Background: an optimization exercise with open tools, aiming at small area, a short achievable clock period and few clock cycles. Do not read the settings as production practice. Power and IR drop assume default switching activity.

lane 1:
## requant_argmax_pipe
module requant_argmax_pipe #(
  parameter int ACC_W       = 25,
  parameter int OUT_W       = 8,
  parameter int MULT_W      = 16,
  parameter int SHIFT_W     = 5,
  parameter int NUM_CLASSES = 10,
  parameter int IDX_W       = $clog2(NUM_CLASSES)
) (
  input  logic                     clk,
  input  logic                     rst_n,
  input  logic                     cfg_load,
  input  logic signed [ACC_W-1:0]  cfg_bias,
  input  logic        [MULT_W-1:0] cfg_mult,
  input  logic       [SHIFT_W-1:0] cfg_shift,
  input  logic                     cfg_round,
  input  logic signed [OUT_W-1:0]  cfg_offset,
  input  logic signed [OUT_W-1:0]  cfg_min,
  input  logic signed [OUT_W-1:0]  cfg_max,
  output logic                     busy,
  input  logic                     in_valid,
  output logic                     in_ready,
  input  logic signed [ACC_W-1:0]  in_data,
  input  logic                     in_last,
  output logic                     out_valid,
  input  logic                     out_ready,
  output logic signed [OUT_W-1:0]  out_data,
  output logic                     out_last,
  ...
Size in the first run: ~2900 cells after synthesis, about 0.027 mm² of cells after synthesis.
export LEC_CHECK = 0
export CAP_MARGIN = 20
export CORE_MARGIN = 2
export CORE_UTILIZATION = 40
export CTS_CLUSTER_DIAMETER = 80
export CTS_CLUSTER_SIZE = 25
export SLEW_MARGIN = 20
create_clock -name core_clock -period 12.0 [get_ports {clk}]
standard.sh (not shown) runs the stock make flow with config.mk's settings and CLKGATE_MAP_FILE= SYNTH_SCRIPT=/design/flow/synth_recipe.tcl, a recipe that flattens the netlist after the stock synthesis.
==> flow/flow/run.sh <==
#!/bin/bash
# The standard ORFS layout (standard.sh), with two changes to how it is
# made: repair_timing aims for 8.5 ns of setup slack at the design's clock
# period, and the port buffers are buf_2.
set -euo pipefail
bash standard.sh SETUP_SLACK_MARGIN=8.5 "BUFFER_PORTS_ARGS=-buffer_cell sky130_fd_sc_hd__buf_2" finish > standard_flow.log 2>&1
Here is what was changed in the inputs of lane 2 compared with lane 1.
--- a/flow/design.v
+++ b/flow/design.v
@@ -1165,26 +1165,23 @@
   logic mul_w390;
   assign mul_w389 = ~mul_y7[26] ^ mul_y8[24] ^ mul_w312;
   assign mul_w390 = (~mul_y7[26] & mul_y8[24]) | (~mul_y7[26] & mul_w312) | (mul_y8[24] & mul_w312);
   logic mul_w391;
   logic mul_w392;
   assign mul_w391 = mul_y8[25] ^ 1'b1;
   assign mul_w392 = mul_y8[25] & 1'b1;
   assign pa = {mul_w391, mul_w389, mul_w387, mul_w385, mul_w383, mul_w381, mul_w379, mul_w377, mul_w375, mul_w373, mul_w371, mul_w369, mul_w367, mul_w365, mul_w363, mul_w361, mul_w359, mul_w357, mul_w355, mul_w353, mul_w351, mul_w349, mul_w347, mul_w345, mul_w343, mul_w341, mul_w339, mul_w337, mul_w335, mul_w333, mul_w331, mul_w329, mul_w327, mul_w325, mul_w323, mul_w321, mul_w319, mul_w317, mul_w315, mul_w313, mul_y0[1], mul_y0[0]};
   assign pb = {mul_w390, mul_w388, mul_w386, mul_w384, mul_w382, mul_w380, mul_w378, mul_w376, mul_w374, mul_w372, mul_w370, mul_w368, mul_w366, mul_w364, mul_w362, mul_w360, mul_w358, mul_w356, mul_w354, mul_w352, mul_w350, mul_w348, mul_w346, mul_w344, mul_w342, mul_w340, mul_w338, mul_w336, mul_w334, mul_w332, mul_w330, mul_w328, mul_w326, mul_w324, mul_w322, mul_w320, mul_w318, mul_w316, mul_w314, mul_neg1, 1'b0, mul_neg0};
   logic signed [41:0] p;
   logic        [41:0] x0;
-  logic        [25:0] x1;
   logic        [17:0] x2;
-  logic        [13:0] x3;
-  logic        [11:0] x4;
   logic        [10:0] x5;
   logic        [32:0] msk;
   logic               sg, fits_d;
   logic [41:0] cpa_g0, cpa_p0;
   assign cpa_g0 = pa_q & pb_q;
   assign cpa_p0 = pa_q ^ pb_q;
   logic cpa_G1; assign cpa_G1 = cpa_g0[1] | (cpa_p0[1] & cpa_g0[0]);
   logic cpa_G2; assign cpa_G2 = cpa_g0[3] | (cpa_p0[3] & cpa_g0[2]);
   logic cpa_P2; assign cpa_P2 = cpa_p0[3] & cpa_p0[2];
   logic cpa_G3; assign cpa_G3 = cpa_g0[5] | (cpa_p0[5] & cpa_g0[4]);
   logic cpa_P3; assign cpa_P3 = cpa_p0[5] & cpa_p0[4];
@@ -1348,27 +1345,28 @@
   logic cpa_G99; assign cpa_G99 = cpa_G39 | (cpa_P39 & cpa_G95);
   logic cpa_G100; assign cpa_G100 = cpa_G58 | (cpa_P58 & cpa_G95);
   logic cpa_G101; assign cpa_G101 = cpa_G59 | (cpa_P59 & cpa_G95);
   logic cpa_G102; assign cpa_G102 = cpa_G60 | (cpa_P60 & cpa_G95);
   logic cpa_G103; assign cpa_G103 = cpa_G61 | (cpa_P61 & cpa_G95);
   logic cpa_G104; assign cpa_G104 = cpa_G78 | (cpa_P78 & cpa_G95);
   logic cpa_G105; assign cpa_G105 = cpa_G79 | (cpa_P79 & cpa_G95);
   assign p = {(cpa_p0[41] ^ cpa_G104), (cpa_p0[40] ^ cpa_G103), (cpa_p0[39] ^ cpa_G102), (cpa_p0[38] ^ cpa_G101), (cpa_p0[37] ^ cpa_G100), (cpa_p0[36] ^ cpa_G99), (cpa_p0[35] ^ cpa_G98), (cpa_p0[34] ^ cpa_G97), (cpa_p0[33] ^ cpa_G96), (cpa_p0[32] ^ cpa_G95), (cpa_p0[31] ^ cpa_G94), (cpa_p0[30] ^ cpa_G93), (cpa_p0[29] ^ cpa_G92), (cpa_p0[28] ^ cpa_G91), (cpa_p0[27] ^ cpa_G90), (cpa_p0[26] ^ cpa_G89), (cpa_p0[25] ^ cpa_G88), (cpa_p0[24] ^ cpa_G87), (cpa_p0[23] ^ cpa_G86), (cpa_p0[22] ^ cpa_G85), (cpa_p0[21] ^ cpa_G84), (cpa_p0[20] ^ cpa_G83), (cpa_p0[19] ^ cpa_G82), (cpa_p0[18] ^ cpa_G81), (cpa_p0[17] ^ cpa_G80), (cpa_p0[16] ^ cpa_G69), (cpa_p0[15] ^ cpa_G68), (cpa_p0[14] ^ cpa_G67), (cpa_p0[13] ^ cpa_G66), (cpa_p0[12] ^ cpa_G65), (cpa_p0[11] ^ cpa_G64), (cpa_p0[10] ^ cpa_G63), (cpa_p0[9] ^ cpa_G62), (cpa_p0[8] ^ cpa_G45), (cpa_p0[7] ^ cpa_G44), (cpa_p0[6] ^ cpa_G43), (cpa_p0[5] ^ cpa_G42), (cpa_p0[4] ^ cpa_G23), (cpa_p0[3] ^ cpa_G22), (cpa_p0[2] ^ cpa_G1), (cpa_p0[1] ^ cpa_g0[0]), (cpa_p0[0])};
   always_comb begin
     sg     = p[41];
     x0     = {p[40:0], 1'b0};
-    x1     = shift_q[4] ? x0[41:16] : x0[25:0];
-    x2     = shift_q[3] ? x1[25:8] : x1[17:0];
-    x3     = shift_q[2] ? x2[17:4] : x2[13:0];
-    x4     = shift_q[1] ? x3[13:2] : x3[11:0];
-    x5     = shift_q[0] ? x4[11:1] : x4[10:0];
+    x2     = '0;
+    for (int j = 0; j < 4; j++)
+      x2 = x2 | (x0[8*j +: 18] & {18{shift_q[4:3] == 2'(j)}});
+    x5     = '0;
+    for (int j = 0; j < 8; j++)
+      x5 = x5 | (x2[j +: 11] & {11{shift_q[2:0] == 3'(j)}});
     for (int j = 0; j < 33; j++) msk[j] = (6'(j) >= {1'b0, shift_q});
     fits_d = (&(p[41:9] | ~msk)) || !(|(p[41:9] & msk));
   end
   logic signed [11:0] kx, hi_d, lo_d, hi_q, lo_q;
   logic               mm_q;
   logic        [8:0]  t9;
   logic               gt, lt, selmax, selmin;
   logic signed [7:0]  res;
   always_comb begin
     kx     = $signed({{3{offset_q[7]}}, offset_q, rc_q});
     hi_d   = $signed({{3{max_q[7]}}, max_q, 1'b0}) + 12'sd2 - kx;
## What came out
Lane 1: all stages complete, timing, DRC and antenna checks passed
Lane 2 finished all stages; the layout is clean.
NOTE power density over cell area lane 1->lane 2 increased by a few percent
Diff lane 2 and lane 1: sequential share of power lower in lane 2
Taking lane 1 as the reference, in lane 2 area share of fa/ha/maj cells after synthesis shows no meaningful change; cell count shows an increase of 74; critical path depth shows an increase of 5.
Lane 2 vs. lane 1: post-route cell area grew by about 1.8%; sequential share of layout area decreased by 0.44 points relative to the old numbers.
Final cycle utilization of the critical path, lane 2 and lane 1: smaller value in lane 1
Going from lane 1 to lane 2, standby leakage power grew slightly.
Function was not checked in any run of this note: the RTL went through the layout flow alone.

re-timing with driven ports:
In the flow no input, the clock included, has a driving cell. The finished layouts below were timed again as built, in two steps.
Step 1: set_driving_cell puts a clkbuf_16 on clk and a buf_2 on each other input, an assumption about the parent block.
Step 2 also shifts input and output timing later by t, the mid clock arrival at the registers, as if the neighbouring blocks saw the same clock.
Slacks: ideal ports / drivers / drivers and shift; pairs: ideal ports / drivers.
run | shift t [ns] | slack for setup (ns) | latest minus earliest clock arrival (ns)
lane 1 | 0.627 | 8.153 / 8.153 / 7.985 | 0.023 / 0.024
lane 2 | 0.665 | 7.203 / 7.203 / 7.203 | 0.031 / 0.031
After both steps setup and hold are still met in every run listed. For lane 1, which loses most, drivers alone change the setup slack by 0.000 ns; drivers and shift together by -0.168 ns.
